Context: an optimization exercise on an open-source flow, tuned for small area. The choices shown serve that exercise and are no tape-out recipe.
Only simulation tests tie the RTL to the original design; equivalence was not proved.
Power is estimated from default activity; no workload was simulated. The clock port is modelled as an ideal driver; clocking choices that lean on that would not hold on a real chip.

<file path="flow/flow/run.sh">
#!/bin/bash
# The standard layout, with plain buffers on the ports and a clock tree
# without dummy loads.
set -euo pipefail
export BUFFER_PORTS_ARGS="-buffer_cell sky130_fd_sc_hd__buf_2"
export CTS_ARGS="-sink_clustering_enable -repair_clock_nets -sink_clustering_size 25 -sink_clustering_max_diameter 60 -dont_use_dummy_load"
bash standard.sh > standard_flow.log 2>&1
</file>
<file path="flow/standard.sh">
#!/bin/bash
# synth_recipe.tcl (not shown) runs the flow's synth.tcl, then flattens the netlist and writes it again
# the make line also repeats each setting of config.mk as NAME=value (left out here)
make -C /OpenROAD-flow-scripts/flow DESIGN_CONFIG=/design/flow/config.mk WORK_HOME=/design/flow/orfs CLKGATE_MAP_FILE= SYNTH_SCRIPT=/design/flow/synth_recipe.tcl "${@:-finish}"
</file>
<file path="flow/config.mk">
export PLATFORM = sky130hd
export DESIGN_NAME = dmem_responder
export DESIGN_NICKNAME = dmem_responder
export VERILOG_FILES = /design/flow/design.v
export SDC_FILE = /design/flow/constraint.sdc
export NUM_CORES = 4
export LEC_CHECK = 0
export CAP_MARGIN = 20
export CORE_MARGIN = 2
export CORE_UTILIZATION = 60
export SLEW_MARGIN = 20
export SYNTH_HIERARCHICAL = 1
</file>
<file path="flow/constraint.sdc">
create_clock -name core_clock -period 8.0 [get_ports {clk}]
set_input_delay 1.6000 -clock core_clock [delete_from_list [all_inputs] [get_ports {clk}]]
set_output_delay 1.6000 -clock core_clock [all_outputs]
set_load 0.01 [all_outputs]
</file>
<file path="flow/design.v">
package dmem_pkg;
  localparam logic [31:0] PASS_ADDR = 32'd108;
  localparam logic [31:0] PASS_DATA = 32'hABCDE7D5;
endpackage
module store_log_fifo (
  input  logic        clk_i,
  input  logic        rst_ni,
  input  logic        push_i,
  input  logic [61:0] data_i,
  input  logic        pop_i,
  output logic [61:0] head_o,
  output logic        empty_o,
  output logic        overflow_o
);
  logic [61:0] mem_q [4];
  logic [61:0] z012, n3;
  logic [1:0] wr_q, rd_q;
  logic [2:0] cnt_q;
  logic full, do_push, do_pop;
  logic [3:0] we, rs;
  always_comb begin
    empty_o = cnt_q == 3'd0;
    full = cnt_q[2];
    do_pop = pop_i && !empty_o;
    do_push = push_i && (!full || do_pop);
    overflow_o = push_i && !do_push;
    for (int i = 0; i < 4; i++) begin
      we[i] = do_push && wr_q == 2'(i);
      rs[i] = rd_q == 2'(i);
    end
  end
  for (genvar i = 0; i < 4; i++) begin : g_entry
    hold_word #(.W(62)) u_entry (.clk(clk_i), .we(we[i]), .nwe(!we[i]), .wd(data_i), .q(mem_q[i]));
  end
  aoi222_w #(.W(62)) u_h012 (.a(mem_q[0]), .sa(rs[0]), .b(mem_q[1]), .sb(rs[1]), .c(mem_q[2]), .sc(rs[2]), .y(z012));
  nand2_w #(.W(62)) u_h3 (.a(mem_q[3]), .b({62{rs[3]}}), .y(n3));
  nand2_w #(.W(62)) u_h (.a(z012), .b(n3), .y(head_o));
  always_ff @(posedge clk_i or negedge rst_ni)
    if (!rst_ni) begin
      wr_q <= '0;
      rd_q <= '0;
      cnt_q <= '0;
    end else begin
      wr_q <= wr_q + 2'(do_push);
      rd_q <= rd_q + 2'(do_pop);
      cnt_q <= cnt_q + 3'(do_push) - 3'(do_pop);
    end
endmodule
module hold_word #(
  parameter int W = 32
) (
  input  logic         clk,
  input  logic         we,
  input  logic         nwe,
  input  logic [W-1:0] wd,
  output logic [W-1:0] q
);
  always_ff @(posedge clk) q <= (q & {W{nwe}}) | (wd & {W{we}});
endmodule
module aoi222_w #(
  parameter int W = 32
) (
  input  logic [W-1:0] a, b, c,
  input  logic         sa, sb, sc,
  output logic [W-1:0] y
);
  assign y = ~((a & {W{sa}}) | (b & {W{sb}}) | (c & {W{sc}}));
endmodule
module nand4_w #(
  parameter int W = 32
) (
  input  logic [W-1:0] a, b, c, d,
  output logic [W-1:0] y
);
  assign y = ~(a & b & c & d);
endmodule
module nand2_w #(
  parameter int W = 32
) (
  input  logic [W-1:0] a, b,
  output logic [W-1:0] y
);
  assign y = ~(a & b);
endmodule
module nor2_w #(
  parameter int W = 32
) (
  input  logic [W-1:0] a, b,
  output logic [W-1:0] y
);
  assign y = ~(a | b);
endmodule
module nand3_w #(
  parameter int W = 32
) (
  input  logic [W-1:0] a, b, c,
  output logic [W-1:0] y
);
  assign y = ~(a & b & c);
endmodule
module dmem_responder (
  input  logic        clk,
  input  logic        rst,
  input  logic        mem_write,
  input  logic [31:0] address,
  input  logic [31:0] write_data,
  output logic [31:0] read_data,
  output logic        log_valid,
  input  logic        log_ready,
  output logic [31:0] log_addr,
  output logic [31:0] log_data,
  output logic        log_overflow,
  output logic        misaligned,
  output logic        done
);
  logic [31:0] ram_q [64];
  logic [5:0] idx;
  logic is_mmio, aligned, ram_we, log_push, fifo_empty, fifo_ovf;
  logic ovf_q, mis_q, done_q;
  logic [63:0] wsel, rsel;
  logic [61:0] head;
  logic [31:0] z [22];
  logic [31:0] o [6];
  logic [31:0] m0, m1, m2;
  logic phase_q, rd_inv;
  logic [31:0] wdx, rd_raw;
  always_comb begin
    idx = address[7:2];
    is_mmio = |address[31:10];
    aligned = address[1:0] == 2'b00;
    ram_we = mem_write && aligned && !is_mmio;
    log_push = mem_write && aligned && is_mmio;
    for (int w = 0; w < 64; w++) begin
      wsel[w] = ram_we && idx == 6'(w);
      rsel[w] = !is_mmio && idx == 6'(w);
    end
    wdx = write_data ^ {32{phase_q}};
    rd_inv = phase_q && !is_mmio;
    read_data = rd_raw ^ {32{rd_inv}};
    log_valid = !fifo_empty;
    log_addr = {head[61:32], 2'b00};
    log_data = head[31:0];
    log_overflow = ovf_q;
    misaligned = mis_q;
    done = done_q;
  end
  for (genvar w = 0; w < 64; w++) begin : g_word
    flip_word #(.W(32)) u_word (.clk(clk), .we(wsel[w]), .nwe(!wsel[w]), .wdx(wdx), .q(ram_q[w]));
  end
  for (genvar g = 0; g < 21; g++) begin : g_rd3
    aoi222_w #(.W(32)) u_aoi (.a(ram_q[3*g]), .sa(rsel[3*g]), .b(ram_q[3*g+1]), .sb(rsel[3*g+1]),
                              .c(ram_q[3*g+2]), .sc(rsel[3*g+2]), .y(z[g]));
  end
  nand2_w #(.W(32)) u_rd63 (.a(ram_q[63]), .b({32{rsel[63]}}), .y(z[21]));
  for (genvar k = 0; k < 5; k++) begin : g_rd4
    nand4_w #(.W(32)) u_nand (.a(z[4*k]), .b(z[4*k+1]), .c(z[4*k+2]), .d(z[4*k+3]), .y(o[k]));
  end
  nand2_w #(.W(32)) u_rd_n5 (.a(z[20]), .b(z[21]), .y(o[5]));
  nor2_w #(.W(32)) u_rd_m0 (.a(o[0]), .b(o[1]), .y(m0));
  nor2_w #(.W(32)) u_rd_m1 (.a(o[2]), .b(o[3]), .y(m1));
  nor2_w #(.W(32)) u_rd_m2 (.a(o[4]), .b(o[5]), .y(m2));
  nand3_w #(.W(32)) u_rd_out (.a(m0), .b(m1), .c(m2), .y(rd_raw));
  always_ff @(posedge clk) phase_q <= !phase_q;
  always_ff @(posedge clk or negedge rst)
    if (!rst) begin
      ovf_q <= 1'b0;
      mis_q <= 1'b0;
      done_q <= 1'b0;
    end else begin
      ovf_q <= ovf_q || fifo_ovf;
      mis_q <= mis_q || (mem_write && !aligned);
      done_q <= done_q || (mem_write && address == dmem_pkg::PASS_ADDR && write_data == dmem_pkg::PASS_DATA);
    end
  store_log_fifo u_fifo (
    .clk_i      (clk),
    .rst_ni     (rst),
    .push_i     (log_push),
    .data_i     ({address[31:2], write_data}),
    .pop_i      (log_valid && log_ready),
    .head_o     (head),
    .empty_o    (fifo_empty),
    .overflow_o (fifo_ovf)
  );
endmodule
module flip_word #(
  parameter int W = 32
) (
  input  logic         clk,
  input  logic         we,
  input  logic         nwe,
  input  logic [W-1:0] wdx,
  output logic [W-1:0] q
);
  always_ff @(posedge clk) q <= ~((q | {W{we}}) & (wdx | {W{nwe}}));
endmodule
</file>
==> results of run 1 <==
-- Yosys stat by module (local to each module, per instance), excerpt --
module	flops+latches	cell area (um^2)	times used	cells inside
dmem_responder	4	2350	1	394
store_log_fifo	7	455	1	42
-- registers in the layout, indices dropped and copies added (netlist names) --
| signal | flops |
|---|---|
| g_word.u_word.q | 2048 |
| u_fifo.g_entry.u_entry.q | 248 |
| u_fifo.cnt_q | 3 |
| u_fifo.rd_q | 2 |
| u_fifo.wr_q | 2 |
| done_q | 1 |
| mis_q | 1 |
| ovf_q | 1 |
| phase_q | 1 |
-- cell usage in the layout (no fill, tap or decap), types with 3 or more instances in the layout --
cell type,instances
a222oi_1,734
a22o_1,248
and2_1,9
and3_1,8
buf_12,19
buf_2,165
buf_4,236
clkbuf_16,142
dfrtp_1,10
dfxtp_1,2296
diode_2,7
inv_1,6
nand2_1,241
nand2_2,24
nand2b_1,6
nand3_1,35
nand3_2,8
nand4_1,169
nand4b_1,3
nor2_1,106
nor2_2,109
nor2_4,4
nor2b_1,6
nor2b_4,3
nor3_1,6
nor3_2,10
nor4_2,5
nor4_4,5
o22ai_1,2048
xnor2_1,36
xor2_4,32
-- layer usage --
| layer | vias up | GRT usage, % |
|---|---|---|
| met5 | - | 0 |
| met4 | 10 | 23.0 |
| met3 | 866 | 13.3 |
| met2 | 5124 | 61.2 |
| met1 | 33900 | 56.2 |
| li1 | 28100 | - |
-- critical path: cells and delay by family --
| family | cells | cell delay, ps |
|---|---|---|
| simple gates | 7 | 3240 |
| buf+inv | 3 | 800 |
| xor+xnor | 1 | 170 |
| compound gates | 1 | 180 |
-- logic make-up after synthesis --
kind of cell	count (synthesis)	share of synthesized area, %
compound gates	3037	28.3
xor+xnor	69	0.765
fa+ha+maj	3	0.0570
buf+inv	689	7.43
flops	2307	58.5
other cells	1	0.00475
simple gates	782	4.89
-- cell type report --
cell class                 instances  area, um^2  area share [%]
sequential                      2307       46200            55.7
timing repair buffer             420        2980            3.59
inverter                           6        22.5          0.0271
tap                             1755        2200            2.65
antenna                            7        17.5          0.0211
clock buffer                     142        3550            4.28
multi-input combinational       3893       28000            33.7
-- metrics by stage --
step                      power, W  cell area, um^2  setup WS, ps  utilization, %  hold WS (ps)
after detailed placement    0.0150            79400           551            60.5           436
after floorplan             0.0142            79000          2350               -           421
after CTS                   0.0216            82900           532            63.2           445
final                       0.0216            83000           325            63.3           445
after global placement      0.0149            79400           595            60.5           428
after global routing        0.0223            83000           249            63.3           454
-- path summary, 6_finish.rpt --
check	startpoint	endpoint	slack [ps]	cells after the start
max	address[14]	read_data[26]	320	12
min	g_word[63].u_word.q[4]	g_word[63].u_word.q[4]	450	1
max reg2reg	phase_q	g_word[43].u_word.q[21]	4480	4
min reg2reg	g_word[63].u_word.q[4]	g_word[63].u_word.q[4]	450	1
max in group asynchronous	rst	u_fifo.cnt_q[1]	7020	1
min in group asynchronous	rst	mis_q	700	1
-- where the power goes --
| part | switching, W | total (W) | internal [W] |
|---|---|---|---|
| clock | 0.00372 | 0.00687 | 0.00315 |
| sequential | 0.000356 | 0.0125 | 0.0121 |
| combinational | 0.00128 | 0.00229 | 0.00101 |
-- cell usage after synthesis, drive strengths merged, types with 2 or more instances --
cell,count,area share [%]
a222oi,734,9.3
a22o,248,2.7
and2,10,0.079
and3,8,0.063
and4,3,0.033
and4b,3,0.038
buf,668,7.3
clkbuf,15,0.073
dfrtp,10,0.32
dfxtp,2297,58
ha,2,0.032
inv,6,0.029
nand2,265,1.3
nand2b,6,0.048
nand3,44,0.35
nand4,172,1.4
nand4b,3,0.033
nor2,219,1.0
nor2b,9,0.081
nor3,16,0.13
nor3b,3,0.029
nor4,12,0.21
o21ai,2,0.013
o22ai,2048,16
or2,2,0.016
or4b,2,0.025
xnor2,36,0.40
xor2,33,0.37
==> results by group, run 1 <==
STA
  – RSZ-0062 raised after global routing: no
  – Setup TNS: 0 ps
  – Slew Limit Fails: 0
  – Worst rel slew slack: 17.2%
  – Shortest period the worst path allows: around 7700 ps
  – Tightest Pin Transition: 1240 ps
  – Maximum achievable frequency: about 130 MHz
  – Finish-stage setup viols: 0
  – Part of the cycle the worst path needs: between 90% and 100%
  – Clock tree skew after final layout: about 48 ps
  – Fin. Hold Viols: 0

Placement
  – Detailed placement HPWL: 164,000 um
  – Port Buffers: 165
  – Gpl congestion: 0.934
  – Placed cell count: between 8k and 9k

GRT
  – Total routing usage reported by global routing: between 40% and 50%
  – First-pass GRT wire length: about 430,000 um
  – Maximum number of pins on one net before global-route repair: 65
  – Vias in the first global route: between 60k and 70k
  – Antenna violations before repair: 13
  – Total congestion overflow after global routing: 0

Floorplanning
  – Die boundary width: roughly 370 um
  – Height of the die: 367 um
  – Core footprint: around 0.13 mm^2
  – Starting density of the core: between 60% and 70%
  – I/O pins: about 170
  – Cell row count: around 130
  – Full die area: about 0.13 mm^2

Drt
  – Met2 wirelength from detailed routing: roughly 130,000 um
  – Drt drc: 0
  – Antenna-violating nets left: 0
  – Count of vias placed by the detailed router: around 68k
  – Average routed wire per standard cell: approximately 35 um
  – Total iterations of the first detailed-routing run: 13
  – 1st-iter DRT viols: 13.6k
  – Amount of wire on met3 after detailed routing: between 40,000 and 50,000 um
  – Met1 wire length: about 110,000 um
  – Max layer used: met5
  – Overall routed net length: 298,000 um
  – Per-cell via count in the routed design: 7.97

Synth
  – Post-synthesis instance area: 0.0790 mm^2
  – Primary FF master, synth: dfxtp_1
  – Post-synth EDFFs: 0
  – Post-Synthesis Mean Instance Area: 11.5 um^2
  – Synth cell types: 54
  – Sequential element share of the synthesized area: between 50% and 60%
  – Async set-reset flop share out of synthesis: less than 1%
  – Mapped Cells: approximately 7k
  – Yosys warning count: 14
  – FF+latch count, synth: roughly 2.3k

Critical path
  – Sort of element at the start of the critical path: primary input
  – Worst-path cell chain: buf_2, nor4_4, and4_1, nand3_1, nor2_2, buf_4, a222oi_1, nand4_1, nor2_1, nand3_1, xnor2_1, buf_2
  – Worst setup path category: in -> out
  – Worst EP arrival: slightly above 6000 ps
  – Standard cell with the maximum stage delay on the critical path: and4_1
  – Delay of the slowest cell on the worst path: slightly above 800 ps
  – CP max FO: 32
  – Type of destination of the critical path: output port
  – Worst path required time: between 6000 and 7000 ps

Job
  – Maximum Capacitance Violations: 0

Finish
  – Layout cell share with drive strength beyond 1: between 10% and 20%
  – Signed area change from the synthesized netlist to the final layout: 4.99%
  – Net total in the final layout: slightly below 7k
  – Number of cells in the finished layout apart from fillers: around 8.5k
  – Fill cell count: 10.9k

Power and ir drop
  – Cell leakage power: 30.0 nW
  – Peak VDD IR: around 0.24 mV
  – Power density cells: 261 mW/mm^2

Clock network
  – Total clock sinks: about 2.3k
  – Root buffer cell: clkbuf_16
  – Post-CTS Resized: 0
  – Total CTS buffers: between 100 and 150
  – CTS tree: yes
  – Max Buffers Root-to-Sink: 3
  – Maximum level of the CTS H-tree: 4
  – Number of buffers inserted to repair setup after CTS: 0
  – CTS clock-pin slew for the worst setup and hold paths: about 70 ps
  – Worst-Skew Late Latency: 810 ps
  – CTS Hold Bufs: 0

Worst hold path
  – Type of the most critical hold path: reg -> reg

Outcome
  – Outcome: timing/DRC/antenna clean
==> run 2, diff against run 1 <==
==> flow/flow/run.sh (replaced) <==
#!/bin/bash
# The standard layout, with plain buffers on the ports and a clock tree
# without dummy loads.
set -euo pipefail
export BUFFER_PORTS_ARGS="-buffer_cell sky130_fd_sc_hd__buf_2"
export CTS_ARGS="-sink_clustering_enable -repair_clock_nets -sink_clustering_size 30 -sink_clustering_max_diameter 60 -dont_use_dummy_load"
bash standard.sh > standard_flow.log 2>&1
--- a/flow/config.mk
+++ b/flow/config.mk
@@ -5,8 +5,8 @@
 export SDC_FILE = /design/flow/constraint.sdc
 export NUM_CORES = 4
 export LEC_CHECK = 0
-export CAP_MARGIN = 20
+export CAP_MARGIN = 10
 export CORE_MARGIN = 2
 export CORE_UTILIZATION = 60
-export SLEW_MARGIN = 20
+export SLEW_MARGIN = 10
 export SYNTH_HIERARCHICAL = 1
==> run 2 against run 1 <==
- register-to-register slack about the same
- sequential cell count is the same
- clock power hardly changed
- critical path depth is the same
- power grew 0.14%
- clock skew shrank 7.2 ps
- clock-buffer cell count is 1 higher
- design area about the same
- via count decreased by 0.62%
- core utilization hardly changed
- sequential share of layout area about the same
- synthesized area is the same
==> results by group, run 2 <==
STA
  – Shortest period the worst path allows: 7660 ps (-11.1 ps)
  – Fin. Hold Viols: 0 (unchanged)
  – RSZ-0062 raised after global routing: no
  – Least setup slack across all paths after layout: 336 ps (+11.1 ps)
  – Part of the cycle the worst path needs: 95.8% (-0.14 points)
  – Tightest Pin Transition: 1230 ps (-8.05 ps)
  – Slew Limit Fails: 0 (unchanged)
  – Setup TNS: 0 ps (unchanged)
  – Maximum achievable frequency: 130 MHz (+0.14%)
  – Finish-stage setup viols: 0 (unchanged)
  – Worst rel slew slack: 17.8% (+0.54 points)
  – Clock tree skew after final layout: 41.1 ps (-7.24 ps)

Critical path
  – Standard cell with the maximum stage delay on the critical path: nor2_2
  – Type of destination of the critical path: output port
  – Worst path required time: 6400 ps (about the same)
  – Stages on the worst setup path: 12 (unchanged)
  – Worst EP arrival: 6060 ps (-20 ps)
  – Worst-path cell chain: buf_2, nor4_4, and4_1, nand3_1, nor2_2, buf_4, a222oi_1, nand4_1, nor2_1, nand3_1, xnor2_1, buf_2
  – Worst path bufs/invs: 3 (unchanged)
  – CP max FO: 14 (-56%)
  – Number of cells on the worst reg-to-reg path: 4 (unchanged)
  – Delay of the slowest cell on the worst path: 890 ps (+60 ps)
  – Largest delay contributor family on the critical path: simple AND/OR/NAND/NOR gates
  – Sort of element at the start of the critical path: primary input
  – Worst setup path category: in -> out

Synth
  – Most used standard cells in the synthesized netlist: dfxtp_1, o22ai_1, a222oi_1
  – Synth cell types: 54 (unchanged)
  – Area share of the largest cell type after synthesis: 58.2% (unchanged)
  – Library cell with the highest instance count after synthesis: dfxtp_1
  – Post-Synthesis Mean Instance Area: 11.5 um^2 (unchanged)
  – Async set-reset flop share out of synthesis: 0.433% (unchanged)
  – Mapped Cells: 6,888 (unchanged)
  – Yosys warning count: 14 (unchanged)
  – Post-synth EDFFs: 0 (unchanged)
  – Primary FF master, synth: dfxtp_1
  – Top area cells in the synthesized netlist: dfxtp_1, o22ai_1, a222oi_1, buf_6, a22o_1
  – FF+latch count, synth: 2,307 (unchanged)
  – Post-synthesis instance area: 0.0790 mm^2 (unchanged)
  – Largest area contributor in the netlist: dfxtp_1
  – Sequential element share of the synthesized area: 58.5% (unchanged)

Worst hold path
  – Depth of the worst hold-timing path: 1 (unchanged)
  – Type of the most critical hold path: reg -> reg

Clock network
  – CTS Hold Bufs: 0 (unchanged)
  – Post-CTS Resized: 0 (unchanged)
  – Root buffer cell: clkbuf_16
  – Max Buffers Root-to-Sink: 3 (unchanged)
  – Worst-Skew Late Latency: 820 ps (about the same)
  – CTS clock-pin slew for the worst setup and hold paths: 60 ps (about the same)
  – Total CTS buffers: 143 (+0.70%)
  – Number of buffers inserted to repair setup after CTS: 0 (unchanged)
  – CTS tree: yes
  – Total clock sinks: 2,307 (unchanged)
  – Maximum level of the CTS H-tree: 4 (unchanged)

Floorplanning
  – Full die area: 0.135 mm^2 (unchanged)
  – Core footprint: 0.131 mm^2 (unchanged)
  – Die boundary width: 367 um (unchanged)
  – Height of the die: 367 um (unchanged)
  – Cell row count: 133 (unchanged)
  – Starting density of the core: 60.3% (unchanged)
  – I/O pins: 168 (unchanged)

Placement
  – Gpl congestion: 0.934 (unchanged)
  – Placed cell areas: 0.0794 mm^2 (about the same)
  – Port Buffers: 165 (unchanged)
  – Detailed placement HPWL: 164,000 um (about the same)
  – Setup slack after placement: 568 ps (+17.5 ps)

Finish
  – Most frequent standard cell in the layout excluding fill and tap cells: dfxtp_1
  – Flip-flop count of the largest register after layout: 2,048 (unchanged)
  – Fill cell count: 10.9k (+0.31%)
  – Signed area change from the synthesized netlist to the final layout: 5.02% (about the same)
  – Finished Cell Area: 0.0830 mm^2 (about the same)
  – Commonest cells after routing, fill and taps aside: dfxtp_1, o22ai_1, a222oi_1
  – Leading registers by flop count: g_word.u_word.q x2048, u_fifo.g_entry.u_entry.q x248, u_fifo.cnt_q x3
  – Final core utilization: 63.3% (about the same)
  – Net total in the final layout: 6,842 (+0.015%)
  – Layout cell share with drive strength beyond 1: 11.5% (+0.013 points)
  – Top register by number of flip-flops: g_word.u_word.q

GRT
  – Met2 track demand over resource: 61.0% (-0.20 points)
  – Global route hottest layer: met2
  – M3 GR Usage: 14.2% (+0.84 points)
  – First-pass GRT wire length: 430,000 um (-0.35%)
  – Antenna violations before repair: 15 (+2)
  – Met1 Resource Use GR: 55.6% (-0.61 points)
  – Maximum number of pins on one net before global-route repair: 65 (unchanged)
  – Vias in the first global route: 63.8k (-0.39%)
  – Total congestion overflow after global routing: 0 (unchanged)
  – Total routing usage reported by global routing: 42.2% (-0.096 points)

Job
  – Maximum Capacitance Violations: 0 (unchanged)

Drt
  – Overall routed net length: 298,000 um (-0.13%)
  – Total iterations of the first detailed-routing run: 17 (+4)
  – 1st-iter DRT viols: 13.5k (-0.80%)
  – Antenna-violating nets left: 0 (unchanged)
  – Count of vias placed by the detailed router: 67.6k (-0.62%)
  – Average routed wire per standard cell: 34.9 um (-0.13%)
  – Per-cell via count in the routed design: 7.92 (-0.62%)
  – Drt drc: 0 (unchanged)

Power and ir drop
  – Total power after layout: 0.0217 W (+0.14%)
  – Peak VDD IR: 0.269 mV (+9.9%)
  – Cell leakage power: 30.0 nW (about the same)
  – Power density cells: 261 mW/mm^2 (+0.11%)

Outcome
  – Outcome: timing/DRC/antenna clean
-- run 2: cell types whose count changed in the layout (fill, tap and decap cells not counted), sizes merged --
| cell | before | now |
|---|---|---|
| clkbuf | 142 | 143 |
| diode | 7 | 6 |
-- run 2: routing by layer --
layer | vias up | share of wire [%]
met5 | - | 0.026
li1 | 28100 | -
met1 | 33600 | 38
met2 | 4985 | 42
met4 | 12 | 5.5
met3 | 849 | 14
-- run 2: power by group --
| part | switching (W) | leakage [nW] | internal [W] |
|---|---|---|---|
| logic | 0.00129 | 7.25 | 0.00101 |
| clock network | 0.00373 | 1.76 | 0.00317 |
| registers | 0.000355 | 21.0 | 0.0121 |
-- run 2: cell type report --
type	count	area, um^2	area share, %
antenna	6	15.0	0.0181
clock buffer	143	3580	4.31
inverter	6	22.5	0.0271
multi-input combinational	3893	28000	33.7
sequential	2307	46200	55.7
tap	1755	2200	2.65
timing repair buffer	420	2980	3.59
-- run 2: per-module statistics from Yosys, one instance, submodules excluded, a selection --
module / cells inside / flops+latches / area [um^2] / copies in the design
store_log_fifo: 42 / 7 / 455 / 1
dmem_responder: 394 / 4 / 2350 / 1
-- run 2: kinds of logic after synthesis --
| kind of cell | Yosys count | share of synthesized area, % |
|---|---|---|
| other | 1 | 0.00475 |
| adders and majority gates | 3 | 0.0570 |
| AOI/OAI and AO/OA | 3037 | 28.3 |
| buffers and inverters | 689 | 7.43 |
| and+or+nand+nor | 782 | 4.89 |
| xor gates and xnor gates | 69 | 0.765 |
| DFF | 2307 | 58.5 |
-- run 2: final timing paths --
kind	slack [ps]	start	end
max in group asynchronous	7040	rst	u_fifo.rd_q[0]
min in group asynchronous	700	rst	mis_q
min	440	g_word[46].u_word.q[16]	g_word[46].u_word.q[16]
min reg2reg	440	g_word[46].u_word.q[16]	g_word[46].u_word.q[16]
max	340	address[14]	read_data[26]
max reg2reg	4490	phase_q	g_word[8].u_word.q[21]
-- run 2: stage by stage --
stage | hold WS [ps] | cells
6_report | 444 | 8530
5_1_grt | 452 | 8529
4_1_cts | 445 | 8523
3_5_place_dp | 436 | 8380
3_3_place_gp | 428 | 8380
2_1_floorplan | 421 | 6889
==> run 3, diff against run 2 <==
==> flow/flow/run.sh (replaced) <==
#!/bin/bash
# The standard layout, with plain buffers on the ports and a clock tree
# without dummy loads.
set -euo pipefail
export BUFFER_PORTS_ARGS="-buffer_cell sky130_fd_sc_hd__buf_2"
export CTS_ARGS="-sink_clustering_enable -repair_clock_nets -sink_clustering_size 28 -sink_clustering_max_diameter 150 -dont_use_dummy_load"
bash standard.sh > standard_flow.log 2>&1
--- a/flow/config.mk
+++ b/flow/config.mk
@@ -5,8 +5,8 @@
 export SDC_FILE = /design/flow/constraint.sdc
 export NUM_CORES = 4
 export LEC_CHECK = 0
-export CAP_MARGIN = 10
+export CAP_MARGIN = 20
 export CORE_MARGIN = 2
-export CORE_UTILIZATION = 60
-export SLEW_MARGIN = 10
+export CORE_UTILIZATION = 70
+export SLEW_MARGIN = 20
 export SYNTH_HIERARCHICAL = 1
==> run 3 against run 2 <==
- design area fell by 2.0%
- sequential share of layout area rose by 1.1 points
- power fell by 6.3%
- clock skew rose by 12 ps
- combinational power barely moved
- wire length fell by 4.3%
==> results by group, run 3 <==
Outcome
  – Outcome: timing/DRC/antenna clean

Clock network
  – Worst-Skew Late Latency: 760 ps (-60 ps)
  – Max Buffers Root-to-Sink: 3 (unchanged)
  – CTS clock-pin slew for the worst setup and hold paths: 100 ps (+40 ps)
  – Root buffer cell: clkbuf_16
  – CTS Hold Bufs: 0 (unchanged)
  – Post-CTS Resized: 0 (unchanged)
  – CTS tree: yes
  – Total CTS buffers: 92 (-36%)
  – Number of buffers inserted to repair setup after CTS: 0 (unchanged)
  – Maximum level of the CTS H-tree: 3 (-1)
  – Total clock sinks: 2,307 (unchanged)

Critical path
  – Worst path required time: 6400 ps (about the same)
  – Worst setup path category: in -> out
  – Most frequent CP cell: buf_2
  – Sort of element at the start of the critical path: primary input
  – Worst EP arrival: 6100 ps (+40 ps)
  – Delay of the slowest cell on the worst path: 960 ps (+70 ps)
  – Standard cell with the maximum stage delay on the critical path: nor2_2
  – Type of destination of the critical path: output port
  – Number of cells on the worst reg-to-reg path: 4 (unchanged)
  – CP max FO: 18 (+4)
  – Worst-path cell chain: buf_2, nor4_4, and4_1, nand3_2, nor2_2, buf_4, a222oi_1, nand4_1, nor2_1, nand3_1, xnor2_1, buf_2

Floorplanning
  – Core footprint: 0.112 mm^2 (-14%)
  – Starting density of the core: 70.4% (+10 points)
  – Cell row count: 123 (-7.5%)
  – Height of the die: 340 um (-7.3%)
  – Full die area: 0.116 mm^2 (-14%)
  – I/O pins: 168 (unchanged)
  – Die boundary width: 340 um (-7.3%)

STA
  – Part of the cycle the worst path needs: 96.3% (+0.45 points)
  – Tightest Pin Transition: 1210 ps (-22.8 ps)
  – Maximum achievable frequency: 130 MHz (-0.47%)
  – Setup TNS: 0 ps (unchanged)
  – Fin. Hold Viols: 0 (unchanged)
  – Shortest period the worst path allows: 7700 ps (+36.4 ps)
  – Worst hold margin: 448 ps (+3.92 ps)
  – Finish-stage setup viols: 0 (unchanged)
  – Clock tree skew after final layout: 52.7 ps (+11.6 ps)
  – RSZ-0062 raised after global routing: no
  – Worst rel slew slack: 19.1% (+1.3 points)
  – Slew Limit Fails: 0 (unchanged)

Power and ir drop
  – Power share of the clock group: 27.2% (-4.7 points)
  – Peak VDD IR: 0.290 mV (+7.9%)
  – Combinational Power Share: 11.3% (+0.7 points)
  – Internal power of the cells: 0.0152 W (-6.7%)
  – Power density cells: 249 mW/mm^2 (-4.4%)
  – Switching fraction of total power: 25.1% (+0.34 points)
  – Cell leakage power: 29.3 nW (-2.2%)
  – Sequential power share: 61.5% (+4.0 points)
  – Net switching component of the power: 0.00510 W (-5.0%)

GRT
  – Total congestion overflow after global routing: 0 (unchanged)
  – Antenna violations before repair: 17 (+2)
  – M3 GR Usage: 17.6% (+3.4 points)
  – Total routing usage reported by global routing: 47.1% (+4.9 points)
  – Met1 Resource Use GR: 61.1% (+5.5 points)
  – Vias in the first global route: 64.3k (+0.79%)
  – First-pass GRT wire length: 416,000 um (-3.1%)
  – Maximum number of pins on one net before global-route repair: 65 (unchanged)
  – Global route hottest layer: met2
  – Met2 track demand over resource: 67.0% (+6.1 points)

Drt
  – Antenna-violating nets left: 0 (unchanged)
  – Overall routed net length: 285,000 um (-4.3%)
  – 1st-iter DRT viols: 15.2k (+13%)
  – Per-cell via count in the routed design: 8.28 (+4.5%)
  – Count of vias placed by the detailed router: 68.0k (+0.70%)
  – Drt drc: 0 (unchanged)
  – Total iterations of the first detailed-routing run: 11 (-6)
  – Average routed wire per standard cell: 34.7 um (-0.66%)

Synth
  – Synth cell types: 54 (unchanged)
  – Library cell with the highest instance count after synthesis: dfxtp_1
  – Primary FF master, synth: dfxtp_1
  – Post-synth EDFFs: 0 (unchanged)
  – Post-synthesis instance area: 0.0790 mm^2 (unchanged)
  – Sequential element share of the synthesized area: 58.5% (unchanged)
  – Async set-reset flop share out of synthesis: 0.433% (unchanged)
  – Largest area contributor in the netlist: dfxtp_1
  – Mapped Cells: 6,888 (unchanged)
  – FF+latch count, synth: 2,307 (unchanged)
  – Area share of the largest cell type after synthesis: 58.2% (unchanged)
  – Yosys warning count: 14 (unchanged)
  – Most used standard cells in the synthesized netlist: dfxtp_1, o22ai_1, a222oi_1
  – Post-Synthesis Mean Instance Area: 11.5 um^2 (unchanged)
  – Top area cells in the synthesized netlist: dfxtp_1, o22ai_1, a222oi_1, buf_6, a22o_1

Finish
  – Net total in the final layout: 6,785 (-0.83%)
  – Fill cell count: 8,085 (-26%)
  – Flip-flop count of the largest register after layout: 2,048 (unchanged)
  – Most frequent standard cell in the layout excluding fill and tap cells: dfxtp_1
  – Commonest cells after routing, fill and taps aside: dfxtp_1, o22ai_1, a222oi_1
  – Register area: 0.0462 mm^2 (unchanged)
  – Top register by number of flip-flops: g_word.u_word.q
  – Leading registers by flop count: g_word.u_word.q x2048, u_fifo.g_entry.u_entry.q x248, u_fifo.cnt_q x3
  – Total area of multi-input combinational cells: 0.0280 mm^2 (+0.20%)
  – Signed area change from the synthesized netlist to the final layout: 2.94%
  – Layout cell share with drive strength beyond 1: 10.9% (-0.63 points)

Job
  – Maximum Capacitance Violations: 0 (unchanged)

Placement
  – Port Buffers: 165 (unchanged)
  – Detailed placement HPWL: 163,000 um (-0.41%)
  – Gpl congestion: 0.951 (+1.8%)

Worst hold path
  – Depth of the worst hold-timing path: 1 (unchanged)
  – Type of the most critical hold path: reg -> reg
[run 3: power by group through the flow]
stage | clock network, W | registers (W) | logic (W)
final | 0.00553 | 0.0125 | 0.00229
after floorplan | 0 | 0.0126 | 0.00156
after detailed placement | 0 | 0.0127 | 0.00225
after CTS | 0.00549 | 0.0124 | 0.00226
after global placement | 0 | 0.0127 | 0.00222
after global routing | 0.00589 | 0.0125 | 0.00242
[run 3: final cells by class]
| class | instances | share of cell area (%) |
|---|---|---|
| timing repair buffer | 414 | 3.53 |
| antenna | 7 | 0.0215 |
| clock buffer | 92 | 2.83 |
| multi-input combinational | 3893 | 34.4 |
| sequential | 2307 | 56.9 |
| tap | 1500 | 2.31 |
| inverter | 6 | 0.0277 |
[run 3: cells by family after synthesis]
family | after synthesis | share of synthesized area [%]
buf+inv | 689 | 7.43
xor+xnor | 69 | 0.765
flops | 2307 | 58.5
compound gates | 3037 | 28.3
fa+ha+maj | 3 | 0.0570
simple gates | 782 | 4.89
other cells | 1 | 0.00475
[run 3: path summary, 6_finish.rpt]
| check | from | end | slack, ps |
|---|---|---|---|
| min in group asynchronous | rst | u_fifo.wr_q[0] | 770 |
| max in group asynchronous | rst | mis_q | 6980 |
| setup reg to reg | phase_q | g_word[37].u_word.q[28] | 4280 |
| hold reg to reg | g_word[53].u_word.q[0] | g_word[53].u_word.q[0] | 450 |
| hold / removal | g_word[53].u_word.q[0] | g_word[53].u_word.q[0] | 450 |
| setup / recovery | address[14] | read_data[31] | 300 |
[run 3: per-stage QoR]
| step | utilization [%] | worst slack [ps] | instance area [um^2] | power [W] | cells |
|---|---|---|---|---|---|
| 2_1_floorplan | - | 2350 | 79000 | 0.0142 | 6889 |
| 3_3_place_gp | 70.3 | 619 | 78800 | 0.0149 | 8113 |
| 3_5_place_dp | 70.4 | 556 | 79000 | 0.0150 | 8119 |
| 4_1_cts | 72.5 | 559 | 81300 | 0.0202 | 8211 |
| 5_1_grt | 72.5 | 261 | 81300 | 0.0208 | 8218 |
| 6_report | 72.5 | 300 | 81300 | 0.0203 | 8219 |
[run 3: critical path: cells and delay by family]
kind	cells	cell delay, ps
and+or+nand+nor	7	3520
buffers and inverters	3	660
xor gates and xnor gates	1	160
AOI/OAI and AO/OA	1	120
[run 3: per-module statistics from Yosys, one instance, submodules excluded, a selection]
module	flip-flops and latches	copies in the design	area, um^2	cells
store_log_fifo	7	1	455	42
dmem_responder	4	1	2350	394
[run 3: metal layers]
metal,part of all wire (%),up-vias
li1,-,28000
met1,36,33100
met2,41,5826
met3,16,1066
met4,6.6,24
met5,0.12,-
==> run 4, diff against run 3 <==
==> flow/flow/run.sh (replaced) <==
#!/bin/bash
# The standard layout, with plain buffers on the ports and a clock tree
# without dummy loads.
set -euo pipefail
export BUFFER_PORTS_ARGS="-buffer_cell sky130_fd_sc_hd__buf_2"
export CTS_ARGS="-sink_clustering_enable -repair_clock_nets -sink_clustering_size 30 -sink_clustering_max_diameter 100 -dont_use_dummy_load"
bash standard.sh > standard_flow.log 2>&1
--- a/flow/config.mk
+++ b/flow/config.mk
@@ -7,6 +7,6 @@
 export LEC_CHECK = 0
 export CAP_MARGIN = 20
 export CORE_MARGIN = 2
-export CORE_UTILIZATION = 70
+export CORE_UTILIZATION = 60
 export SLEW_MARGIN = 20
 export SYNTH_HIERARCHICAL = 1
==> run 4 against run 3 <==
- sequential power about the same
- global-route usage decreased by 5.1 points
- still clean on timing, DRC and antenna
- via count fell by 0.65%
- synthesized cell count stayed put
==> results by group, run 4 <==
Floorplanning
  – Die boundary width: 367 um (+7.9%)
  – Full die area: 0.135 mm^2 (+16%)
  – Height of the die: 367 um (+7.9%)
  – Starting density of the core: 60.3% (-10 points)
  – Core footprint: 0.131 mm^2 (+17%)
  – I/O pins: 168 (unchanged)
  – Cell row count: 133 (+8.1%)

Finish
  – Commonest cells after routing, fill and taps aside: dfxtp_1, o22ai_1, a222oi_1
  – Number of cells in the finished layout apart from fillers: 8,476 (+3.1%)
  – Leading registers by flop count: g_word.u_word.q x2048, u_fifo.g_entry.u_entry.q x248, u_fifo.cnt_q x3
  – Fill cell count: 11.0k (+36%)
  – Signed area change from the synthesized netlist to the final layout: 3.22%
  – Flip-flop count of the largest register after layout: 2,048 (unchanged)
  – Most frequent standard cell in the layout excluding fill and tap cells: dfxtp_1
  – Layout cell share with drive strength beyond 1: 10.8% (-0.12 points)
  – Register area: 0.0462 mm^2 (unchanged)
  – Total area of multi-input combinational cells: 0.0280 mm^2 (-0.20%)
  – Final core utilization: 62.2% (-10 points)
  – Top register by number of flip-flops: g_word.u_word.q
  – Net total in the final layout: 6,785 (unchanged)

STA
  – Clock tree skew after final layout: 32.4 ps (-20.3 ps)
  – Part of the cycle the worst path needs: 96.6% (+0.34 points)
  – Setup TNS: 0 ps (unchanged)
  – Shortest period the worst path allows: 7730 ps (+27.1 ps)
  – RSZ-0062 raised after global routing: no
  – Finish-stage setup viols: 0 (unchanged)
  – Worst rel slew slack: 18.4% (-0.72 points)
  – Slew Limit Fails: 0 (unchanged)
  – Tightest Pin Transition: 1220 ps (+13.7 ps)
  – Maximum achievable frequency: 129 MHz (-0.35%)
  – Fin. Hold Viols: 0 (unchanged)

Clock network
  – Max Buffers Root-to-Sink: 3 (unchanged)
  – Total CTS buffers: 86 (-6.5%)
  – Number of buffers inserted to repair setup after CTS: 0 (unchanged)
  – Root buffer cell: clkbuf_16
  – CTS Hold Bufs: 0 (unchanged)
  – Worst-Skew Late Latency: 760 ps (about the same)
  – Total clock sinks: 2,307 (unchanged)
  – Maximum level of the CTS H-tree: 3 (unchanged)
  – CTS clock-pin slew for the worst setup and hold paths: 110 ps (about the same)
  – CTS tree: yes
  – Post-CTS Resized: 0 (unchanged)

Synth
  – Async set-reset flop share out of synthesis: 0.433% (unchanged)
  – Post-Synthesis Mean Instance Area: 11.5 um^2 (unchanged)
  – Area share of the largest cell type after synthesis: 58.2% (unchanged)
  – Synth cell types: 54 (unchanged)
  – Largest area contributor in the netlist: dfxtp_1
  – Primary FF master, synth: dfxtp_1
  – Library cell with the highest instance count after synthesis: dfxtp_1
  – Yosys warning count: 14 (unchanged)
  – Post-synthesis instance area: 0.0790 mm^2 (unchanged)
  – Mapped Cells: 6,888 (unchanged)
  – Most used standard cells in the synthesized netlist: dfxtp_1, o22ai_1, a222oi_1
  – Sequential element share of the synthesized area: 58.5% (unchanged)
  – FF+latch count, synth: 2,307 (unchanged)
  – Top area cells in the synthesized netlist: dfxtp_1, o22ai_1, a222oi_1, buf_6, a22o_1
  – Post-synth EDFFs: 0 (unchanged)

Drt
  – Total iterations of the first detailed-routing run: 17 (+6)
  – Drt drc: 0 (unchanged)
  – Antenna-violating nets left: 0 (unchanged)
  – 1st-iter DRT viols: 13.9k (-8.5%)
  – Overall routed net length: 297,000 um (+4.2%)
  – Count of vias placed by the detailed router: 67.6k (-0.65%)
  – Per-cell via count in the routed design: 7.98 (-3.7%)
  – Average routed wire per standard cell: 35.1 um (+1.1%)

Job
  – Maximum Capacitance Violations: 0 (unchanged)

Critical path
  – Worst-path cell chain: buf_2, nor4_4, and4_1, nand3_1, nor2_2, buf_4, a222oi_1, nand4_1, nor2_1, nand3_1, xnor2_1, buf_2
  – Minimum setup slack among reg-to-reg paths: 4470 ps (+190 ps)
  – Sort of element at the start of the critical path: primary input
  – CP max FO: 32 (+14)
  – Standard cell with the maximum stage delay on the critical path: and4_1
  – Largest delay contributor family on the critical path: simple AND/OR/NAND/NOR gates
  – Worst setup path category: in -> out
  – Beginning of the worst register-to-register path: phase_q
  – Delay of the slowest cell on the worst path: 840 ps (-120 ps)
  – Worst EP arrival: 6130 ps (+30 ps)
  – R2r endpoint: g_word[23].u_word.q[21]
  – Type of destination of the critical path: output port
  – Number of cells on the worst reg-to-reg path: 4 (unchanged)
  – Worst path required time: 6400 ps (about the same)
  – Worst path bufs/invs: 3 (unchanged)

GRT
  – Total congestion overflow after global routing: 0 (unchanged)
  – Vias in the first global route: 63.6k (-1.1%)
  – Total routing usage reported by global routing: 42.0% (-5.1 points)
  – First-pass GRT wire length: 429,000 um (+3.1%)
  – Maximum number of pins on one net before global-route repair: 65 (unchanged)
  – Antenna violations before repair: 13 (-4)

Power and ir drop
  – Peak VDD IR: 0.209 mV (-28%)
  – Power density cells: 247 mW/mm^2 (-0.83%)
  – Cell leakage power: 29.3 nW (-0.19%)

Placement
  – Placed cell count: 8,381 (+3.2%)
  – Gpl congestion: 0.934 (-1.7%)
  – Port Buffers: 165 (unchanged)
  – Detailed placement HPWL: 164,000 um (+0.40%)

Worst hold path
  – Worst Hold Launch: g_word[46].u_word.q[16]
  – Type of the most critical hold path: reg -> reg
  – End point of the most critical hold path: g_word[46].u_word.q[16]
  – Depth of the worst hold-timing path: 1 (unchanged)

Outcome
  – Outcome: timing/DRC/antenna clean
run 4: final cells by class:
cell class,count,area share (%)
diodes,9,0.0276
clock buffers,86,2.64
inverters,6,0.0276
multi-input cells,3893,34.3
flip-flops and latches,2307,56.7
well taps,1755,2.69
repair buffers,420,3.65
run 4: worst max path at each step:
stage	startpoint	endpoint	slack (ps)	cells after the start
5_1_grt	address[14]	read_data[26]	250	12
4_1_cts	address[14]	read_data[29]	530	12
3_3_place_gp	address[14]	read_data[24]	600	12
3_5_place_dp	address[14]	read_data[29]	550	12
6_report	address[14]	read_data[30]	270	12
2_1_floorplan	address[14]	read_data[0]	2350	11
run 4: cell families after synthesis:
logic type | after synthesis | share of synthesized area [%]
AO/OA/AOI/OAI | 3037 | 28.3
XOR/XNOR | 69 | 0.765
adder cells (fa/ha/maj) | 3 | 0.0570
buffers and inverters | 689 | 7.43
flip-flops | 2307 | 58.5
other | 1 | 0.00475
AND/OR/NAND/NOR | 782 | 4.89
run 4: power by group:
group	switching (W)	internal (W)	leakage, nW
Sequential	0.000358	0.0121	21.0
Combinational	0.00128	0.00101	7.25
Clock	0.00347	0.00195	1.06
run 4: metal layers:
| metal | up-vias | share of wire, % | wire, um | GRT usage (%) |
|---|---|---|---|---|
| met5 | - | 0.042 | 126 | 0.427 |
| met4 | 12 | 5.6 | 16500 | 21.9 |
| met3 | 872 | 14 | 40800 | 13.5 |
| met2 | 4954 | 42 | 126000 | 61.1 |
| met1 | 33800 | 38 | 114000 | 55.7 |
| li1 | 28000 | - | - | - |
run 4: through the flow:
step	total power [W]	instance area [um^2]	setup WS (ps)	hold WS (ps)
2_1_floorplan	0.0142	79000	2350	421
3_3_place_gp	0.0149	79400	595	428
3_5_place_dp	0.0150	79400	551	436
4_1_cts	0.0202	81500	532	452
5_1_grt	0.0208	81600	248	459
6_report	0.0202	81600	272	448
run 4: per-module statistics from Yosys, one instance, submodules excluded, excerpt:
| module | times used | flops+latches |
|---|---|---|
| dmem_responder | 1 | 4 |
| store_log_fifo | 1 | 7 |
==> run 5, diff against run 4 <==
--- a/flow/design.v
+++ b/flow/design.v
@@ -122,8 +122,6 @@
   logic [31:0] z [22];
   logic [31:0] o [6];
   logic [31:0] m0, m1, m2;
-  logic phase_q, rd_inv;
-  logic [31:0] wdx, rd_raw;
   always_comb begin
     idx = address[7:2];
     is_mmio = |address[31:10];
@@ -134,9 +132,6 @@
       wsel[w] = ram_we && idx == 6'(w);
       rsel[w] = !is_mmio && idx == 6'(w);
     end
-    wdx = write_data ^ {32{phase_q}};
-    rd_inv = phase_q && !is_mmio;
-    read_data = rd_raw ^ {32{rd_inv}};
     log_valid = !fifo_empty;
     log_addr = {head[61:32], 2'b00};
     log_data = head[31:0];
@@ -145,7 +140,7 @@
     done = done_q;
   end
   for (genvar w = 0; w < 64; w++) begin : g_word
-    flip_word #(.W(32)) u_word (.clk(clk), .we(wsel[w]), .nwe(!wsel[w]), .wdx(wdx), .q(ram_q[w]));
+    hold_word #(.W(32)) u_word (.clk(clk), .we(wsel[w]), .nwe(!wsel[w]), .wd(write_data), .q(ram_q[w]));
   end
   for (genvar g = 0; g < 21; g++) begin : g_rd3
     aoi222_w #(.W(32)) u_aoi (.a(ram_q[3*g]), .sa(rsel[3*g]), .b(ram_q[3*g+1]), .sb(rsel[3*g+1]),
@@ -159,8 +154,7 @@
   nor2_w #(.W(32)) u_rd_m0 (.a(o[0]), .b(o[1]), .y(m0));
   nor2_w #(.W(32)) u_rd_m1 (.a(o[2]), .b(o[3]), .y(m1));
   nor2_w #(.W(32)) u_rd_m2 (.a(o[4]), .b(o[5]), .y(m2));
-  nand3_w #(.W(32)) u_rd_out (.a(m0), .b(m1), .c(m2), .y(rd_raw));
-  always_ff @(posedge clk) phase_q <= !phase_q;
+  nand3_w #(.W(32)) u_rd_out (.a(m0), .b(m1), .c(m2), .y(read_data));
   always_ff @(posedge clk or negedge rst)
     if (!rst) begin
       ovf_q <= 1'b0;
@@ -182,14 +176,3 @@
     .overflow_o (fifo_ovf)
   );
 endmodule
-module flip_word #(
-  parameter int W = 32
-) (
-  input  logic         clk,
-  input  logic         we,
-  input  logic         nwe,
-  input  logic [W-1:0] wdx,
-  output logic [W-1:0] q
-);
-  always_ff @(posedge clk) q <= ~((q | {W{we}}) & (wdx | {W{nwe}}));
-endmodule
==> flow/flow/run.sh (replaced) <==
#!/bin/bash
# The standard layout, with plain buffers on the ports and a clock tree
# without dummy loads.
set -euo pipefail
export BUFFER_PORTS_ARGS="-buffer_cell sky130_fd_sc_hd__buf_2"
export CTS_ARGS="-sink_clustering_enable -repair_clock_nets -sink_clustering_size 28 -sink_clustering_max_diameter 150 -dont_use_dummy_load"
bash standard.sh > standard_flow.log 2>&1
--- a/flow/config.mk
+++ b/flow/config.mk
@@ -7,6 +7,6 @@
 export LEC_CHECK = 0
 export CAP_MARGIN = 20
 export CORE_MARGIN = 2
-export CORE_UTILIZATION = 60
+export CORE_UTILIZATION = 70
 export SLEW_MARGIN = 20
 export SYNTH_HIERARCHICAL = 1
==> run 5 against run 4 <==
- maximum frequency increased by 0.26%
- final cell count decreased by 2.1%
- setup slack improved by 20 ps
- clock power increased by 2%
- first-iteration DRC count increased by 5.2%
- synthesized area increased by 7.2%
- critical path depth decreased by 1
- core utilization increased by 9.1 points
- largest cell class unchanged
==> results by group, run 5 <==
Power and ir drop
  – Power density cells: 237 mW/mm^2 (-4.1%)
  – Power share of the clock group: 27.4% (+0.5 points)
  – Net switching component of the power: 0.00516 W (+1.0%)
  – Cell leakage power: 32.4 nW (+11%)
  – Combinational Power Share: 11.3% (about the same)
  – Internal power of the cells: 0.0151 W (+0.52%)
  – Peak VDD IR: 0.357 mV (+71%)
  – Switching fraction of total power: 25.4% (+0.091 points)
  – Sequential power share: 61.4% (-0.4 points)

Critical path
  – Delay of the slowest cell on the worst path: 930 ps (+90 ps)
  – Beginning of the worst register-to-register path: u_fifo.cnt_q[1]
  – Worst EP arrival: 6110 ps (-20 ps)
  – Sort of element at the start of the critical path: primary input
  – Standard cell with the maximum stage delay on the critical path: or3_1
  – Worst setup path category: in -> out
  – Type of destination of the critical path: output port
  – Critical path launch point: address[6]
  – Minimum setup slack among reg-to-reg paths: 5290 ps (+820 ps)
  – Worst path required time: 6400 ps (about the same)
  – CP max FO: 16 (-50%)
  – Number of cells on the worst reg-to-reg path: 6 (+2)
  – Worst-path cell chain: buf_2, buf_4, nand2_1, or3_1, nor2_2, buf_4, a222oi_1, nand4_1, nor2_1, nand3_1, buf_2
  – R2r endpoint: u_fifo.g_entry[3].u_entry.q[10]

Finish
  – Net total in the final layout: 6,754 (-0.46%)
  – Most frequent standard cell in the layout excluding fill and tap cells: dfxtp_1
  – Number of cells in the finished layout apart from fillers: 8,295 (-2.1%)
  – Leading registers by flop count: g_word.u_word.q x2048, u_fifo.g_entry.u_entry.q x248, u_fifo.cnt_q x3
  – Final core utilization: 71.3% (+9.1 points)
  – Fill cell count: 8,672 (-21%)
  – Layout cell share with drive strength beyond 1: 12.4% (+1.6 points)
  – Finished Cell Area: 0.0856 mm^2 (+4.9%)
  – Top register by number of flip-flops: g_word.u_word.q
  – Signed area change from the synthesized netlist to the final layout: 1.04%
  – Commonest cells after routing, fill and taps aside: dfxtp_1, a22o_1, a222oi_1
  – Flip-flop count of the largest register after layout: 2,048 (unchanged)

Synth
  – Area share of the largest cell type after synthesis: 54.3% (-3.9 points)
  – Proportion of synthesized area in mux cells: 0% (unchanged)
  – Synth cell types: 46 (-15%)
  – Yosys warning count: 14 (unchanged)
  – Post-synth EDFFs: 0 (unchanged)
  – Complex-gate fraction of the synthesized area: 32.7% (+4.3 points)
  – FF+latch count, synth: 2,306 (-0.043%)
  – Sequential element share of the synthesized area: 54.6% (-3.9 points)
  – Library cell with the highest instance count after synthesis: dfxtp_1
  – Async set-reset flop share out of synthesis: 0.434% (about the same)
  – Mapped Cells: 6,809 (-1.1%)
  – Post-synthesis instance area: 0.0847 mm^2 (+7.2%)
  – Synthesized-area fraction occupied by xor and xnor cells: 0.0517% (-0.71 points)
  – Largest area contributor in the netlist: dfxtp_1
  – Dominant combinational cell family by area after synthesis: compound AO/OA/AOI/OAI gates
  – Most used standard cells in the synthesized netlist: dfxtp_1, a22o_1, a222oi_1
  – Primary FF master, synth: dfxtp_1
  – Top area cells in the synthesized netlist: dfxtp_1, a22o_1, a222oi_1, buf_6, a22o_2
  – Synthesized-area fraction occupied by adder cells: 0.0532% (-0.0038 points)
  – Post-Synthesis Mean Instance Area: 12.4 um^2 (+8.4%)
  – Post-synthesis simple-gate area fraction: 4.36% (-0.53 points)

Placement
  – Detailed placement HPWL: 176,000 um (+7.3%)
  – Placed cell areas: 0.0832 mm^2 (+4.7%)
  – Placed cell count: 8,197 (-2.2%)
  – Gpl congestion: 0.994 (+6.4%)
  – Port Buffers: 165 (unchanged)

GRT
  – Maximum number of pins on one net before global-route repair: 70 (+7.7%)
  – M3 GR Usage: 14.9% (+1.5 points)
  – Met2 track demand over resource: 63.5% (+2.5 points)
  – Met1 Resource Use GR: 62.0% (+6.3 points)
  – Antenna violations before repair: 14 (+1)
  – First-pass GRT wire length: 422,000 um (-1.7%)
  – Vias in the first global route: 61.2k (-3.9%)
  – Global route hottest layer: met2
  – Total routing usage reported by global routing: 45.2% (+3.2 points)
  – Total congestion overflow after global routing: 0 (unchanged)

Floorplanning
  – Starting density of the core: 70.6% (+10 points)
  – Full die area: 0.124 mm^2 (-8.0%)
  – Cell row count: 127 (-4.5%)
  – Die boundary width: 352 um (-4.1%)
  – I/O pins: 168 (unchanged)
  – Core footprint: 0.120 mm^2 (-8.5%)
  – Height of the die: 352 um (-4.1%)

Clock network
  – Root buffer cell: clkbuf_16
  – Number of buffers inserted to repair setup after CTS: 0 (unchanged)
  – Total CTS buffers: 92 (+7.0%)
  – Total clock sinks: 2,306 (-0.043%)
  – Post-CTS Resized: 0 (unchanged)
  – Max Buffers Root-to-Sink: 3 (unchanged)
  – CTS clock-pin slew for the worst setup and hold paths: 50 ps (-60 ps)
  – CTS Hold Bufs: 0 (unchanged)
  – Worst-Skew Late Latency: 740 ps (-20 ps)
  – CTS tree: yes
  – Maximum level of the CTS H-tree: 3 (unchanged)

Job
  – Maximum Capacitance Violations: 0 (unchanged)

Outcome
  – Outcome: timing/DRC/antenna clean

STA
  – Worst rel slew slack: 17.6% (-0.83 points)
  – Shortest period the worst path allows: 7710 ps (-20.2 ps)
  – Finish-stage setup viols: 0 (unchanged)
  – Part of the cycle the worst path needs: 96.3% (-0.25 points)
  – RSZ-0062 raised after global routing: no
  – Tightest Pin Transition: 1240 ps (+13.7 ps)
  – Clock tree skew after final layout: 46.3 ps (+13.8 ps)
  – Slew Limit Fails: 0 (unchanged)
  – Setup TNS: 0 ps (unchanged)
  – Maximum achievable frequency: 130 MHz (+0.26%)
  – Fin. Hold Viols: 0 (unchanged)
  – Worst hold margin: 489 ps (+40.3 ps)

Drt
  – Total iterations of the first detailed-routing run: 14 (-3)
  – Average routed wire per standard cell: 35.2 um (+0.40%)
  – Overall routed net length: 292,000 um (-1.7%)
  – Antenna-violating nets left: 0 (unchanged)
  – Count of vias placed by the detailed router: 67.2k (-0.53%)
  – Drt drc: 0 (unchanged)
  – 1st-iter DRT viols: 14.6k (+5.2%)
  – Per-cell via count in the routed design: 8.11 (+1.6%)

Worst hold path
  – Worst Hold Launch: u_fifo.g_entry[2].u_entry.q[57]
  – End point of the most critical hold path: u_fifo.g_entry[2].u_entry.q[57]
  – Depth of the worst hold-timing path: 1 (unchanged)
  – Type of the most critical hold path: reg -> reg
==> run 5: changes by cell type after synthesis, moves of 8 or more <==
cell     delta
o22ai_1  -2048
a22o_1   +1920
buf_6     +192
buf_2     -191
a22o_2    +128
xnor2_1    -32
xor2_1     -32
nor2_1     +11
nor2_4     +10
nand3_2     -8
==> run 5: through the flow <==
stage                     power, W  setup WS (ps)
after floorplan             0.0140           1950
after global placement      0.0149            528
after detailed placement    0.0149            531
after CTS                   0.0202            525
after global routing        0.0208            299
final                       0.0203            293
==> run 5: logic make-up (layout without fill, tap and decap cells) <==
group	count (synthesis)	after routing
compound gates	3037	3037
flops	2306	2306
simple gates	776	776
buf+inv	681	552
xor+xnor	5	5
fa+ha+maj	3	3
other cells	1	4
==> run 5: worst max-delay path, delay by kind of cell <==
| family | cells | cell delay [ps] |
|---|---|---|
| simple gates | 6 | 3100 |
| buf+inv | 4 | 980 |
| compound gates | 1 | 370 |
==> run 5: Yosys stat by module (local to each module, per instance), excerpt <==
module / cell area (um^2) / copies in the design / cells inside
dmem_responder: 1540 / 1 / 315
store_log_fifo: 455 / 1 / 42
==> run 5: power by group through the flow <==
stage | sequential [W] | combinational (W) | clock (W)
2_1_floorplan | 0.0126 | 0.00140 | 0
3_3_place_gp | 0.0127 | 0.00220 | 0
3_5_place_dp | 0.0127 | 0.00223 | 0
4_1_cts | 0.0124 | 0.00224 | 0.00553
5_1_grt | 0.0125 | 0.00240 | 0.00589
6_report | 0.0125 | 0.00229 | 0.00555
==> run 5: per-layer routing <==
metal / up-vias / routed length [um]
li1: 27600 / -
met4: 16 / 17400
met2: 5333 / 120000
met5: - / 126
met3: 820 / 44500
met1: 33400 / 110000
==> run 5: area by class of cell <==
type                    count  area, um^2  share of cell area, %
multi-input cells        3823       31800                   37.2
well taps                1612        2020                   2.36
inverters                   4        15.0                 0.0175
diodes                      2        5.00                0.00585
clock buffers              92        2300                   2.69
flip-flops and latches   2306       46200                   54.0
repair buffers            456        3180                   3.72
==> run 5: how the worst max path moves through the flow <==
| stage | slack, ps | end | depth (start not counted) |
|---|---|---|---|
| floorplan | 1950 | read_data[0] | 9 |
| global placement | 530 | read_data[22] | 11 |
| detailed placement | 530 | read_data[22] | 11 |
| CTS | 530 | read_data[22] | 11 |
| global route | 300 | read_data[22] | 11 |
| finish | 290 | read_data[22] | 11 |

re-timing with driven ports:
How much do the figures lean on ideal ports? The routed layouts below were timed once more, with nothing changed but the port constraints.
Step 1: set_driving_cell puts a clkbuf_16 on clk and a buf_2 on each other input, an assumption about the parent block.
Step 2, shift: input delay + t, output delay - t, t = (earliest + latest rising clock arrival at the registers) / 2. This alone moves slack from input paths to output paths.
a / b / c = ideal / step 1 / step 2; a / b = the first two.
run	t (ns)	slack for setup (ns)	hold WS [ns]
run 1	0.867	0.325 / 0.306 / 0.306	0.445 / 0.445 / 0.445
run 2	0.885	0.336 / 0.317 / 0.317	0.444 / 0.444 / 0.444
run 3	0.786	0.300 / 0.281 / 0.281	0.448 / 0.448 / 0.448
run 4	0.823	0.272 / 0.254 / 0.254	0.448 / 0.448 / 0.448
run 5	0.791	0.293 / 0.267 / 0.267	0.489 / 0.489 / 0.489
After both steps setup and hold are still met in every run listed. For run 5, which loses most, drivers alone change the setup slack by -0.026 ns; drivers and shift together by -0.026 ns.
